From an optimization exercise on the open Yosys and OpenROAD flow, aimed at small area and a short achievable clock period; shortcuts taken in it are not production practice.
Function was checked by simulation only, so behaviour that the tests miss may differ from the original.
Power is estimated from default activity; no workload was simulated.

==> module dcm_top, before the edit <==
module dcm_top (
    input  logic        clk,
    input  logic        rst,
    input  logic        sig_in,
    input  logic        wb_cyc,
    input  logic        wb_stb,
    input  logic        wb_we,
    input  logic [1:0]  wb_adr,
    input  logic [31:0] wb_dat_w,
    output logic [31:0] wb_dat_r,
    output logic        wb_ack
);
    localparam int PW = 16;
    localparam int DW = 7;
    localparam int RW = PW + DW;
    localparam int DEPTH = 8;
    logic sig_s1, sig_s2, sig_d;
    always_ff @(posedge clk or negedge rst) begin
        if (!rst) begin
            sig_s1 <= 1'b0;
            sig_s2 <= 1'b0;
            sig_d  <= 1'b0;
        end else begin
            sig_s1 <= sig_in;
            sig_s2 <= sig_s1;
            sig_d  <= sig_s2;
        end
    end
    logic rise;      
    logic pre;       
    assign rise = sig_s2 & ~sig_d;
    assign pre  = sig_s1 & ~sig_s2;
    logic          enable;
    logic          armed;
    logic          push;
    logic [PW-1:0] period_cnt;
    logic [PW-1:0] high_cnt;
    logic          p_max, h_max;
    logic [PW-1:0] p_inc, h_inc;    
    logic [PW-1:0] rem_q;           
    logic [PW-1:0] rem_in, div_p, rem3;
    logic          div_inc, div_dec;
    logic [2:0]    qstep;
    logic [2:0]    q_a, q_b;        
    logic          p_two;
    logic [DW-1:0] duty;
    assign p_max = &period_cnt;
    assign h_max = &high_cnt;
    assign p_inc = p_max ? period_cnt : period_cnt + 1'b1;
    assign h_inc = (sig_s2 && !h_max) ? high_cnt + 1'b1 : high_cnt;
    always_comb begin
        div_p   = p_inc;
        div_dec = rise & ~p_max;
        div_inc = ~rise & ~pre & ~&p_inc;
        rem_in  = (rise | pre) ? rem_q : h_inc;
    end
    duty_meter u_div (
        .rem_in  (rem_in),
        .div_p   (div_p),
        .inc     (div_inc),
        .dec     (div_dec),
        .rem_out (rem3),
        .q       (qstep)
    );
    assign p_two = (period_cnt == PW'(2));
    assign duty  = p_two ? DW'(64) : {q_b, q_a, qstep[2]};
    always_ff @(posedge clk) begin
        rem_q <= rem3;
        q_a   <= qstep;
        q_b   <= q_a;
        period_cnt <= rise ? PW'(1) : p_inc;
        high_cnt   <= rise ? PW'(1) : h_inc;    
    end
    always_ff @(posedge clk or negedge rst) begin
        if (!rst) begin
            armed <= 1'b0;
            push  <= 1'b0;
        end else begin
            armed <= enable & (armed | rise);
            push  <= enable & rise & armed;
        end
    end
    logic [RW-1:0] mem [0:DEPTH-1];
    logic [2:0]    wr_ptr, rd_ptr;
    logic [3:0]    count;
    logic          ovf;
    logic          empty, full;
    logic          pop_q, clr_q;
    logic          wen;
    logic [RW-1:0] head;
    assign empty = (count == 4'd0);
    assign full  = count[3];
    assign wen   = rise & (~full | pop_q);
    always_ff @(posedge clk) begin
        for (int i = 0; i < DEPTH; i++)
            if (wen && wr_ptr == 3'(i))
                mem[i] <= {duty, period_cnt};
    end
    always_comb begin
        head = '0;
        for (int i = 0; i < DEPTH; i++)
            head = head | ({RW{rd_ptr == 3'(i)}} & mem[i]);
    end
    always_ff @(posedge clk or negedge rst) begin
        if (!rst) begin
            wr_ptr <= '0;
            rd_ptr <= '0;
            count  <= '0;
            ovf    <= 1'b0;
        end else begin
            if (push && !full)
                wr_ptr <= wr_ptr + 1'b1;
            if (pop_q)
                rd_ptr <= rd_ptr + 1'b1;
            case ({push && !full, pop_q})
                2'b10:   count <= count + 1'b1;
                2'b01:   count <= count - 1'b1;
                default: count <= count;
            endcase
            if (push && full)
                ovf <= 1'b1;
            else if (clr_q)
                ovf <= 1'b0;
        end
    end
    logic req;
    logic a_data, a_stat, a_ctrl;
    logic [25:0] rd_q;
    assign req    = wb_cyc & wb_stb & ~wb_ack;
    assign a_data = (wb_adr == 2'd0);
    assign a_stat = (wb_adr == 2'd1);
    assign a_ctrl = (wb_adr == 2'd2);
    always_ff @(posedge clk or negedge rst) begin
        if (!rst) begin
            wb_ack <= 1'b0;
            pop_q  <= 1'b0;
            clr_q  <= 1'b0;
            enable <= 1'b0;
        end else begin
            wb_ack <= req;
            pop_q  <= req & ~wb_we & a_data & ~empty;
            clr_q  <= req & wb_we & a_stat & wb_dat_w[8];
            if (req && wb_we && a_ctrl)
                enable <= wb_dat_w[0];
        end
    end
    logic dv;
    assign dv = a_data & ~empty;
    always_ff @(posedge clk) begin
        rd_q[25:10] <= dv ? head[15:0] : 16'd0;                  
        rd_q[9]     <= dv;                                       
        rd_q[8]     <= a_stat & empty;
        rd_q[7]     <= a_stat & ovf;
        rd_q[6:4]   <= dv ? head[22:20] : 3'd0;                  
        rd_q[3:1]   <= dv ? head[19:17] : (a_stat ? count[3:1] : 3'd0);
        rd_q[0]     <= dv ? head[16] : (a_stat ? count[0] : (a_ctrl & enable));
    end
    assign wb_dat_r = {rd_q[25:9], 5'd0, rd_q[8:7], 1'b0, rd_q[6:0]};
endmodule
==> flow/config.mk <==
export PLATFORM = sky130hd
export DESIGN_NAME = dcm_top
export DESIGN_NICKNAME = dcm_top
export VERILOG_FILES = /design/flow/design.v
export SDC_FILE = /design/flow/constraint.sdc
export NUM_CORES = 4
export LEC_CHECK = 0
export CAP_MARGIN = 0
export CORE_MARGIN = 2
export CORE_UTILIZATION = 65
export CTS_BUF_LIST = sky130_fd_sc_hd__clkbuf_16
export CTS_CLUSTER_DIAMETER = 150
export CTS_CLUSTER_SIZE = 30
export PLACE_DENSITY = 0.78
export SLEW_MARGIN = 0
==> flow/constraint.sdc <==
create_clock -name core_clock -period 68.0 [get_ports {clk}]
set_input_delay 13.6000 -clock core_clock [delete_from_list [all_inputs] [get_ports {clk}]]
set_output_delay 13.6000 -clock core_clock [all_outputs]
set_load 0.01 [all_outputs]
standard.sh (not shown) runs the stock make flow with config.mk's settings and CLKGATE_MAP_FILE= SYNTH_SCRIPT=/design/flow/synth_recipe.tcl, a recipe that flattens the netlist after the stock synthesis.
==> flow/flow/run.sh <==
#!/bin/bash
# Standard ORFS layout with plain buffers on the ports instead of the delay
# buffers buffer_ports picks by default. Every tool's output is kept in a log
# file in the work folder.
set -euo pipefail
export BUFFER_PORTS_ARGS="-buffer_cell sky130_fd_sc_hd__buf_2"
bash standard.sh > standard.log 2>&1
Change:
--- a/flow/design.v
+++ b/flow/design.v
@@ -176,5 +176,6 @@
     logic a_data, a_stat, a_ctrl;
     logic [25:0] rd_q;
-    assign req    = wb_cyc & wb_stb & ~wb_ack;
+    logic ack_n;
+    assign req    = wb_cyc & wb_stb & ack_n;
     assign a_data = (wb_adr == 2'd0);
     assign a_stat = (wb_adr == 2'd1);
@@ -183,4 +184,5 @@
         if (!rst) begin
             wb_ack <= 1'b0;
+            ack_n  <= 1'b1;
             pop_q  <= 1'b0;
             clr_q  <= 1'b0;
@@ -188,4 +190,5 @@
         end else begin
             wb_ack <= req;
+            ack_n  <= ~req;
             pop_q  <= req & ~wb_we & a_data & ~empty;
             clr_q  <= req & wb_we & a_stat & wb_dat_w[8];
After rerunning: Power is higher by 2.1%; non-clock buffer count rises by 4; sequential power is about the same; utilization is about the same; final area climbs by 0.40%; area after synthesis barely changes; clock power climbs by about 1%; flip-flop and latch count is higher by 1; die area barely changes; fmax is about the same; wire length went up by 3.8%; register-to-register slack improved by 30 ps; worst setup slack loses 29 ps.

==> re-timing with driven ports <==
In the flow no input, the clock included, has a driving cell. The finished layouts below were timed again as built, in two steps. Step 1: set_driving_cell puts a clkbuf_16 on clk and a buf_2 on each other input, an assumption about the parent block. Step 2 moves the port delays by t, midway between the first and last clock arrival at a register: inputs arrive t later, outputs are due t later. That takes back most of the time a late clock gives input paths. Slacks: ideal ports / drivers / drivers and shift; pairs: ideal ports / drivers.
| run | shift t [ns] | setup WS [ns] | slew at the worst register clock pin (ns) |
|---|---|---|---|
| the first run | 0.518 | 53.363 / 53.317 / 52.870 | 0.12 / 0.12 |
| the second run | 0.521 | 53.333 / 53.359 / 52.838 | 0.11 / 0.11 |
After both steps setup and hold are still met in every run listed. For the second run, which loses most, drivers alone change the setup slack by +0.026 ns; drivers and shift together by -0.495 ns.
